Source: an optimization exercise on an open RTL-to-GDS flow (aim: small area, a short achievable clock period and few clock cycles per item). Production flows keep margins and buffers that such runs may drop.
Only simulation tests tie the RTL to the original design; equivalence was not proved.
Power is estimated from default activity; no workload was simulated.

== v38 ==
// fra_top
module fra_top (
  input  logic        clk_i,
  input  logic        rst_ni,
  input  logic        in_valid_i,
  output logic        in_stall_o,
  input  logic [1:0]  in_op_i,
  input  logic [15:0] in_num_a_i,
  input  logic [15:0] in_den_a_i,
  input  logic [15:0] in_num_b_i,
  input  logic [15:0] in_den_b_i,
  output logic        out_valid_o,
  input  logic        out_stall_i,
  output logic [32:0] out_num_o,
  output logic [31:0] out_den_o,
  output logic        out_status_o
);
Size: roughly 210 flip-flops, roughly 0.020 mm2 of cells after synthesis.
Settings: LEC_CHECK=0, CAP_MARGIN=20, CORE_MARGIN=2, CORE_UTILIZATION=40, SLEW_MARGIN=20; clock period 10.0 ns.
standard.sh (not shown) runs the stock make flow with config.mk's settings and CLKGATE_MAP_FILE= SYNTH_SCRIPT=/design/flow/synth_recipe.tcl, a recipe that flattens the netlist after the stock synthesis.
==> flow/flow/run.sh <==
#!/bin/bash
# The standard layout (standard.sh: same synthesis, floorplan, power grid,
# clock and constraints), with these layout choices passed to ORFS's make:
#  - timing repair aims at a setup margin of 5.25 ns,
#  - the repairs may swap a cell for one of another footprint,
#  - ports are buffered with sky130_fd_sc_hd__buf_1 (every port still gets
#    its buffer; the resizer may upsize it),
#  - global placement packs cells to a density of 0.75,
#  - the clock tree is built from sky130_fd_sc_hd__clkbuf_8.
# ORFS's full output goes to standard.log.
set -euo pipefail
bash standard.sh SETUP_SLACK_MARGIN=5.25 MATCH_CELL_FOOTPRINT=0 PLACE_DENSITY=0.75 "CTS_BUF_LIST=sky130_fd_sc_hd__clkbuf_8" \
  "BUFFER_PORTS_ARGS=-buffer_cell sky130_fd_sc_hd__buf_1" finish > standard.log 2>&1
Testbench counts of v38, summed over its fixed seeds: cycles 81,800, items 3,200.
## Diff of input files: v11 against v38
diff --git a/flow/flow/run.sh b/flow/flow/run.sh
--- a/flow/flow/run.sh
+++ b/flow/flow/run.sh
@@ -4 +4 @@
-#  - timing repair aims at a setup margin of 5.25 ns,
+#  - timing repair aims at a setup margin of 5.5 ns,
@@ -9 +9 @@
-#  - the clock tree is built from sky130_fd_sc_hd__clkbuf_8.
+#  - the clock tree is built from sky130_fd_sc_hd__clkbuf_4 / _8, 20 sinks a cluster.
@@ -12 +12 @@
-bash standard.sh SETUP_SLACK_MARGIN=5.25 MATCH_CELL_FOOTPRINT=0 PLACE_DENSITY=0.75 "CTS_BUF_LIST=sky130_fd_sc_hd__clkbuf_8" \
+bash standard.sh SETUP_SLACK_MARGIN=5.5 MATCH_CELL_FOOTPRINT=0 PLACE_DENSITY=0.75 "CTS_BUF_LIST=sky130_fd_sc_hd__clkbuf_4 sky130_fd_sc_hd__clkbuf_8" CTS_CLUSTER_SIZE=20 \
--- outcome ---
Taking v38 as the reference, in v11 count of plain and timing-repair buffers up about 7%; half-perimeter wire length after placement higher; wire length went up about 2.6%; number of clock buffer instances in the layout increased 14. Max clock period minus final worst setup slack across v11 and v38: v38. Global-route wire length before repair ends up higher on v11.
> inputs changed (v11 -> v34)
diff --git a/flow/flow/run.sh b/flow/flow/run.sh
--- a/flow/flow/run.sh
+++ b/flow/flow/run.sh
@@ -4 +4 @@
-#  - timing repair aims at a setup margin of 5.5 ns,
+#  - timing repair aims at a setup margin of 5.65 ns,
@@ -12 +12 @@
-bash standard.sh SETUP_SLACK_MARGIN=5.5 MATCH_CELL_FOOTPRINT=0 PLACE_DENSITY=0.75 "CTS_BUF_LIST=sky130_fd_sc_hd__clkbuf_4 sky130_fd_sc_hd__clkbuf_8" CTS_CLUSTER_SIZE=20 \
+bash standard.sh SETUP_SLACK_MARGIN=5.65 MATCH_CELL_FOOTPRINT=0 PLACE_DENSITY=0.75 "CTS_BUF_LIST=sky130_fd_sc_hd__clkbuf_4 sky130_fd_sc_hd__clkbuf_8" CTS_CLUSTER_SIZE=20 \
## What came out
- v34 against v11: number of global-route vias before repair fell 134; part of the power in combinational logic increased by 0.2 points relative to the old numbers.
- From v11 to v34 the numbers moved as follows: cell count went up 22, length in cells of the worst reg-to-reg path went up 4.
- Critical-path maximum fanout delta for v34 relative to v11: 55 lower
- Utilization v11 -> v34: up
- Going from v11 to v34, the count of cell instances traversed by the critical path was found to have gone down by 12.
- Re total power draw: v34 and v11 aren't equal, and the lower value belongs to v34.
Input changes introduced in v6 (baseline for comparison: v34):
diff --git a/flow/flow/run.sh b/flow/flow/run.sh
--- a/flow/flow/run.sh
+++ b/flow/flow/run.sh
@@ -4 +4 @@
-#  - timing repair aims at a setup margin of 5.65 ns,
+#  - timing repair aims at a setup margin of 5.5 ns,
@@ -9 +9 @@
-#  - the clock tree is built from sky130_fd_sc_hd__clkbuf_4 / _8, 20 sinks a cluster.
+#  - the clock tree is built from sky130_fd_sc_hd__clkbuf_8.
@@ -12 +12 @@
-bash standard.sh SETUP_SLACK_MARGIN=5.65 MATCH_CELL_FOOTPRINT=0 PLACE_DENSITY=0.75 "CTS_BUF_LIST=sky130_fd_sc_hd__clkbuf_4 sky130_fd_sc_hd__clkbuf_8" CTS_CLUSTER_SIZE=20 \
+bash standard.sh SETUP_SLACK_MARGIN=5.5 MATCH_CELL_FOOTPRINT=0 PLACE_DENSITY=0.75 "CTS_BUF_LIST=sky130_fd_sc_hd__clkbuf_8" \
## What came out
On non-clock buffer count: v6 sits below v34. v6 -> v34: horizontal die dimension flat. v6 | stages: all done | timing, DRC, antenna: all pass. v34 completed end to end with timing, DRC and antenna clean. v6 vs v34, slowest cell on the critical path: sky130_fd_sc_hd__a311o_2 vs sky130_fd_sc_hd__buf_6. v6 -> v34: cell area after synthesis flat.
Input changes introduced in v4 (baseline for comparison: v6):
diff --git a/flow/flow/run.sh b/flow/flow/run.sh
--- a/flow/flow/run.sh
+++ b/flow/flow/run.sh
@@ -4 +4 @@
-#  - timing repair aims at a setup margin of 5.5 ns,
+#  - timing repair aims at a setup margin of 5.85 ns,
@@ -9 +9 @@
-#  - the clock tree is built from sky130_fd_sc_hd__clkbuf_8.
+#  - the clock tree is built from sky130_fd_sc_hd__clkbuf_4 / _8, 20 sinks a cluster.
@@ -12 +12 @@
-bash standard.sh SETUP_SLACK_MARGIN=5.5 MATCH_CELL_FOOTPRINT=0 PLACE_DENSITY=0.75 "CTS_BUF_LIST=sky130_fd_sc_hd__clkbuf_8" \
+bash standard.sh SETUP_SLACK_MARGIN=5.85 MATCH_CELL_FOOTPRINT=0 PLACE_DENSITY=0.75 "CTS_BUF_LIST=sky130_fd_sc_hd__clkbuf_4 sky130_fd_sc_hd__clkbuf_8" CTS_CLUSTER_SIZE=20 \
## What came out
v4 | status: complete | timing, DRC, antenna: pass. Summary — critical path depth in cells, v4 relative to v6: lower, by 11. Compared with v6, v4 instantiates a larger number of cells. Summary — fraction of power consumed by combinational cells, v4 relative to v6: higher, by 0.4 points. Routed wire length in v4 vs v6: up about 7%. Taking v6 as the reference, in v4 core utilization rose 3.1 points; total power saw an increase; minimum setup slack after placement shows an increase of 0.37 ns.

-- static timing again, ports no longer ideal --
No port has a modelled driver above. Below, the same layouts with a new extraction and two added sets of constraints.
Step 1 (the two cells are an assumption about what drives the block):
set clk [get_ports {clk_i}]
set_driving_cell -lib_cell sky130_fd_sc_hd__clkbuf_16 $clk
set_driving_cell -lib_cell sky130_fd_sc_hd__buf_2 [delete_from_list [all_inputs] $clk]
Step 2 also shifts input and output timing later by t, the mid clock arrival at the registers, as if the neighbouring blocks saw the same clock.
a / b / c = no drivers / after step 1 / after step 2; a / b = the first two.
run	shift t [ns]	setup WS [ns]	cell pins on the clock port's net
v38	0.663	5.354 / 5.332 / 5.112	1
v11	0.686	5.524 / 5.509 / 5.100	1
v34	0.693	5.633 / 5.586 / 5.079	1
v6	0.690	5.536 / 5.511 / 5.101	1
v4	0.679	5.636 / 5.592 / 5.096	1
After both steps every run listed still meets setup and hold. The setup slack of v34, which loses most, moves by -0.047 ns with the drivers and by -0.554 ns with both steps.
